What follows belongs to an exercise in optimizing a design on an open flow for small area, a short achievable clock period and few clock cycles per item; a production flow would make more cautious choices.
Where RTL was checked, it was by simulation tests only, not by an equivalence proof against the original.
For run 2, only the layout was checked, not whether the RTL still works.

==> flow/design.v, too long to show whole: its modules and the start of the top module <==
// module img2col: 639 lines
// module res_add: 26 lines
// module bus_out: 19 lines
module img2col (
    input  logic        clk,
    input  logic        nrst,
    input  logic        wb_cyc_i,
    input  logic        wb_stb_i,
    input  logic        wb_we_i,
    input  logic [6:0]  wb_adr_i,
    input  logic [31:0] wb_dat_i,
    output logic        wb_ack_o,
    output logic [31:0] wb_dat_o
);
  // ...
==> flow/run.sh <==
#!/bin/bash
# synth_recipe.tcl (not shown) runs the flow's synth.tcl, then flattens the netlist and writes it again
# the make line also repeats each setting of config.mk as NAME=value (left out here)
make -C /OpenROAD-flow-scripts/flow DESIGN_CONFIG=/design/flow/config.mk WORK_HOME=/design/flow/orfs CLKGATE_MAP_FILE= SYNTH_SCRIPT=/design/flow/synth_recipe.tcl finish
==> flow/config.mk <==
export PLATFORM = sky130hd
export DESIGN_NAME = img2col
export DESIGN_NICKNAME = img2col
export VERILOG_FILES = /design/flow/design.v
export SDC_FILE = /design/flow/constraint.sdc
export NUM_CORES = 4
export LEC_CHECK = 0
export ABC_CLOCK_PERIOD_IN_PS = 4500
export CAP_MARGIN = 10
export CORE_MARGIN = 2
export CORE_UTILIZATION = 65
export CTS_CLUSTER_DIAMETER = 120
export CTS_CLUSTER_SIZE = 24
export SETUP_SLACK_MARGIN = 5.0
export SLEW_MARGIN = 10
export SYNTH_HIERARCHICAL = 1
==> flow/constraint.sdc <==
create_clock -name core_clock -period 10.0 [get_ports {clk}]
set_input_delay 2.0000 -clock core_clock [delete_from_list [all_inputs] [get_ports {clk}]]
set_output_delay 2.0000 -clock core_clock [all_outputs]
set_load 0.01 [all_outputs]
==> results.cfg, run 1 <==
[status]
outcome = finished clean

[synthesis]
yosysMostFrequentCell = edfxtp_1
ys_seq_area_frac = 0.571
synth_edf_count = 605
synth_seq_cells = 754
syn_inst = 2771
async_flop_share = 0.0252
ys.flop_type = edfxtp_1
ys_types = 98

[worst_setup_path]
worstPathCellList = clkdlybuf4s15_2 -> or3b_1 -> o31ai_2 -> buf_2
cp_slowest_cell = or3b_1
r2r-end = r_c[8]

[floorplan]
dieHeight_um = 243
die_x_um = 243
rows = 87
initial_core_util = 0.659
nWellTaps = 756

[final_layout]
seqCellArea_mm2 = 0.0213
sh_seq_area = 0.537
multiInputGateArea_mm2 = 0.0145
final_util = 0.701
clk_share = 0.0281
largest_class = sequential cells

[clock_network]
clock_sinks = 754
postCtsSetupBuffers = 11
cts_tree = yes
postCtsResizedCells = 163
numCtsBuffers = 37

[route]
wl_met3_um = 8720
routedWlPerCell_um = 27.8

[global_routing]
antenna_found_initial = 1
grt_pass1_vias = 23200
met3_usage = 0.0401
met1_usage = 0.481

[timing]
finalHoldViolCount = 0
tightest_slew_ns = 1.30
finalWorstSetupSlack_ns = 4.93
setup_viol = 0
drv_slew = 0

[min_path]
hold_start = pix[21][2]
Testbench counts, summed over its fixed seeds: cycles 8,614, windows 1,008.
==> run 2, diff against run 1 <==
--- a/flow/design.v
+++ b/flow/design.v
@@ -163,25 +163,33 @@
     logic [7:0] an [0:3];            
     logic [7:0] wn [0:3];            
     logic [7:0] a0, a1, a2, a3;
     logic [3:0] bn0, bn1, bn2, bn3;      
     logic [3:0] bo0, bo1, bo2, bo3;      
     logic [3:0] bt0, bt1, bt2, bt3;      
     logic [3:0] en [0:3], eo [0:3], et [0:3];
     logic [8:0] n_d, n_q;
-    logic       ok_d, slow1_d;
-    logic [2:0] rgrp_d, spec_d, lsel_d;
+    logic       ok_d, slow1_d, useful;
+    logic [2:0] rgrp_d, spec_d, lsel_d, p_one;
     logic [6:0] lsel_q;
-    assign ok_d    = ~slow1_q & (spec_p == p_next)
-                   & ~((p_next == 3'd5) ? mod_w5 : mod_grp[p_next]);
+    logic [6:0] modl;                
+    always_comb
+    begin
+        modl[4:0] = mod_grp[4:0];
+        modl[5]   = mod_w5;
+        modl[6]   = 1'b0;
+    end
+    assign ok_d    = ~slow1_q & lsel_q[p_next] & ~modl[p_next];
     assign slow1_d = rd & ~fast_rd & ~slow1_q & ~slow2_q;
     assign rgrp_d  = slow1_d ? 3'(idx / 4) : rgrp_q;
-    assign spec_d  = (ok_d & ~go & (p_next < 3'd6)) ? p_next + 3'd1 : p_next;
-    assign lsel_d  = slow1_d ? rgrp_d : spec_d;
+    assign p_one   = step_ok ? p_q + 3'd1 : p_q;
+    assign useful  = ~slow1_q & lsel_q[p_one] & ~modl[p_one];
+    assign spec_d  = (useful & (p_one < 3'd6)) ? p_one + 3'd1 : p_one;
+    assign lsel_d  = slow1_d ? rgrp_d : (go ? 3'd0 : spec_d);
     always_comb
     begin
         n_d = 9'd0;
         for (int s = 0; s < 4; s++)
         begin
             an[s] = ({8{lsel_q[0]}} & nw[s])
                   | ({8{lsel_q[1]}} & nw[4 + s])
                   | ({8{lsel_q[2]}} & nw[8 + s])
@@ -617,26 +625,26 @@
     wire e_367 = r_s[19] ^ r_c[19];
     wire e_368 = r_s[19] & r_c[19];
     wire e_369 = r_s[20] ^ r_c[20];
     wire e_370 = r_s[20] & r_c[20];
     assign eng_s = {e_368, e_366, e_364, e_362, e_360, e_358, e_356, e_354, e_352, e_350, e_348, e_346, e_344, e_342, e_340, e_338, e_336, e_334, e_332, e_330, e_329};
     assign eng_c = {e_369, e_367, e_365, e_363, e_361, e_359, e_357, e_355, e_353, e_351, e_349, e_347, e_345, e_343, e_341, e_339, e_337, e_335, e_333, e_331, r_c[0]};
     always_ff @(posedge clk)
     begin
-        if ((p_next == 3'd0 && !go) || calc_q)
-        begin
-            r_s <= 21'd878592;
-            r_c <= 21'd0;
-        end
-        else if (step_ok)
+        if (step_ok)
         begin
             r_s <= eng_s;
             r_c <= eng_c;
         end
+        else if (p_q == 3'd0 || calc_q)
+        begin
+            r_s <= 21'd878592;
+            r_c <= 21'd0;
+        end
         if (calc_q)
         begin
             res_s <= eng_s;
             res_c <= eng_c;
         end
     end
 endmodule
 module res_add (
==> flow/config.mk (replaced) <==
export PLATFORM = sky130hd
export DESIGN_NAME = img2col
export DESIGN_NICKNAME = img2col
export VERILOG_FILES = /design/flow/design.v
export SDC_FILE = /design/flow/constraint.sdc
export NUM_CORES = 4
export LEC_CHECK = 0
export ABC_CLOCK_PERIOD_IN_PS = 4500
export CAP_MARGIN = 10
export CORE_MARGIN = 2
export CORE_UTILIZATION = 60
export CTS_CLUSTER_DIAMETER = 120
export CTS_CLUSTER_SIZE = 24
export SETUP_SLACK_MARGIN = 5.0
export SLEW_MARGIN = 10
export SYNTH_HIERARCHICAL = 1
==> run 2 against run 1 <==
- cell count is 2.7% lower
- die area is 7.8% higher
- synthesized cell count is 5.8% lower
- register-to-register slack worse by 0.08 ns
- first-iteration DRC count is 20% lower
- clock-buffer cell count is 2 lower
- area after synthesis is 0.40% lower
- core utilization is 5.6 points lower
- sequential cell count stayed put
- critical path type unchanged
- critical endpoint is now wb_dat_o[7]
- highest routed layer is now met5
==> results.cfg, run 2 <==
[final_layout]
layout_commonest_cell = edfxtp_1
n_fill_cell = 4519
diodes = 0
drive_above_1_share = 0.168
final_util = 0.645
final_cell_mix = 646 x edfxtp_1, 228 x inv_1, 172 x mux2_2, 172 x fa_1, 160 x a22oi_1
areaGrowthSynthToFinish_pct = 6.72
top_regs = pix (200), wgt (200), reuse (160)
nets = 2849

[timing]
timing.slew.headroom = 0.174
fmax_mhz = 195
tightest_slew_ns = 1.24
period_share = 0.512
final.min_clock_period_ns = 5.12
drv_slew = 0
finalHoldViolCount = 0
setup_tns_ns = 0
rsz0062_at_grt = true
setup_viol = 0
finalWorstSetupSlack_ns = 4.88
finClkSkew_ns = 0.0175
hold_ws_ns = 0.451

[global_routing]
overflow = 0
grtUsageTotal = 0.315
grt_max_degree = 161
grt_pass1_wl_um = 146000
antenna_found_initial = 4
grt_pass1_vias = 22300

[floorplan]
die_area_mm2 = 0.0638
rows = 91
die_x_um = 253
initial_core_util = 0.604
ios = 77
dieHeight_um = 253
core_mm2 = 0.0614

[synthesis]
post_synth_fa_ha_maj_area_fraction = 0.110
yosysMostFrequentCell = edfxtp_1
ys_seq_area_frac = 0.584
synthTopCellsByArea = edfxtp_1 52%, fa_1 9.3%, mux2_2 5.2%, dfxtp_1 4.8%, a22oi_1 3.3%
synthSimpleGateAreaFrac = 0.0499
ys_types = 93
synth_compound_area_frac = 0.0927
syn_area_mm2 = 0.0371
synth_edf_count = 646
synth_top_area_frac = 0.523
synth.avg_cell_area_um2 = 14.2
synth_seq_cells = 754
yosys-top-cells-count = 646 x edfxtp_1, 229 x inv_1, 173 x fa_1
synth_nets = 2875
synth_area_leader_cell = edfxtp_1
ys.flop_type = edfxtp_1
synth_top_family_by_area = adder cells
synth_xor_area_frac = 0.0470
ys_warn_count = 23
synth_mux_area_frac = 0.0711
async_flop_share = 0.0252
syn_inst = 2610

[clock_network]
clock_sinks = 754
cts-root-buf = clkbuf_16
clkSlewWorstSetupHoldPaths_ns = 0.09
cts_hold_buf = 0
clockBufferDepth = 3
cts_tree = yes
htree_num_levels = 2
numCtsBuffers = 37
clock_latency_ns = 0.60

[route]
drtIter0Drc = 2758
wl_um = 99200
via_per_inst = 6.44
vias = 21900
remaining_drc_errors = 0
postRouteAntennaNets = 0
dr.pass1.iters = 6
routedWlPerCell_um = 29.1

[placed_design]
hpwl_um = 67000
port_buffers = 52
place_congestion = 0.949
dp_slack_ns = 3.29

[worst_setup_path]
endpoint_kind = output port
arrival_ns = 3.12
crit_path_start_kind = input port
cp.required_ns = 8.00
ff2ff_setup_slack_ns = 5.28
worstPathCellList = buf_6 -> buf_12 -> nor3b_4 -> buf_6 -> buf_6 -> buf_6 -> a22o_1 -> buf_2
cpPeakStageDelay_ns = 0.30
cp_max_fo = 3
path_common_cell = buf_6
cp_slowest_cell = nor3b_4
crit_type = input port to output port

[flow_run]
max_cap_violations = 0

[status]
outcome = finished clean

[min_path]
hp-class = flop to flop
run 2: cell count changes after synthesis, moves of 31 or more:
cell	change
nand3_1	-31
nand2_1	-139
and2_1	+31
mux2i_1	+34
edfxtp_1	+41
dfxtp_1	-41
run 2: Yosys stat by module, one instance, submodules excluded:
module | cells inside | area, um2 | flip-flops and latches
bus_out | 47 | 352 | 0
img2col | 2412 | 35600 | 754
res_add | 151 | 1150 | 0
run 2: timing repair:
action                                  4_1_cts  5_1_grt
gates resized for setup                     204       30
gates cloned                                  6        0
endpoints found under the setup margin      297      152
pin swaps                                     9       11
buffers inserted                             22        5
run 2: cell families after synthesis:
group,count (synthesis)
multiplexers,222
buffers and inverters,425
other,1
AND/OR/NAND/NOR,357
adder cells (fa/ha/maj),221
AO/OA/AOI/OAI,433
XOR/XNOR,197
flip-flops,754
run 2: cell type report:
| cell class | count | area, um2 | area share |
|---|---|---|---|
| Sequential cell | 754 | 21700 | 0.547 |
| Multi-Input combinational cell | 1435 | 14000 | 0.354 |
| Clock buffer | 63 | 1020 | 0.0259 |
| Tap cell | 790 | 988 | 0.0250 |
| Timing Repair Buffer | 122 | 951 | 0.0240 |
| Inverter | 234 | 885 | 0.0224 |
| Clock inverter | 4 | 35.0 | 0.000885 |
run 2: final timing paths:
| path | start | endpoint | cells after the start |
|---|---|---|---|
| hold reg to reg | pix[22][0] | reuse[17][0] | 0 |
| min in group asynchronous | nrst | p_q[0] | 1 |
| setup reg to reg | a0[2] | r_c[6] | 11 |
| max in group asynchronous | nrst | lsel_q[1] | 1 |
| setup / recovery | wb_adr_i[0] | wb_dat_o[7] | 8 |
| hold / removal | pix[22][0] | reuse[17][0] | 0 |
run 2: through the flow:
| stage | cells | cell area [um2] |
|---|---|---|
| floorplan | 2610 | 37100 |
| global placement | 3302 | 38200 |
| detailed placement | 3302 | 38200 |
| CTS | 3397 | 39400 |
| global route | 3402 | 39600 |
| finish | 3402 | 39600 |
run 2: layer usage:
layer,part of all wire,global-route usage,routed length [um],up-vias
li1,-,-,-,9497
met1,0.40,0.429,39500,11200
met2,0.48,0.517,48000,1058
met3,0.076,0.0435,7500,175
met4,0.043,0.124,4230,2
met5,0.00013,0,13,-
run 2: worst max-delay path, delay by kind of cell:
family,cells,cell delay [ns]
AOI/OAI and AO/OA,1,0.12
buffers and inverters,6,0.69
and+or+nand+nor,1,0.30

afterwards: timing with drivers on the ports:
No port has a modelled driver above. Below, the same layouts with a new extraction and two added sets of constraints. Step 1: set_driving_cell puts a clkbuf_16 on clk and a buf_2 on each other input, an assumption about the parent block. Step 2 times the ports against the registers' clock, not the clock port: input delays grow and output delays shrink by t, the midpoint of the rising clock arrivals with the driver on. Slacks: no drivers / after step 1 / after step 2; pairs: no drivers / after step 1.
| run | t, ns | setup slack, ns | hold slack, ns | latest minus earliest clock arrival (ns) | worst register clock-pin slew, ns |
|---|---|---|---|---|---|
| run 1 | 0.655 | 4.928 / 4.896 / 4.510 | 0.428 / 0.428 / 0.428 | 0.023 / 0.023 | 0.11 / 0.11 |
| run 2 | 0.647 | 4.882 / 4.849 / 4.459 | 0.451 / 0.451 / 0.451 | 0.025 / 0.025 | 0.11 / 0.11 |
After both steps setup and hold are still met in every run listed. The setup slack of run 2, which loses most, moves by -0.033 ns with the drivers and by -0.423 ns with both steps.
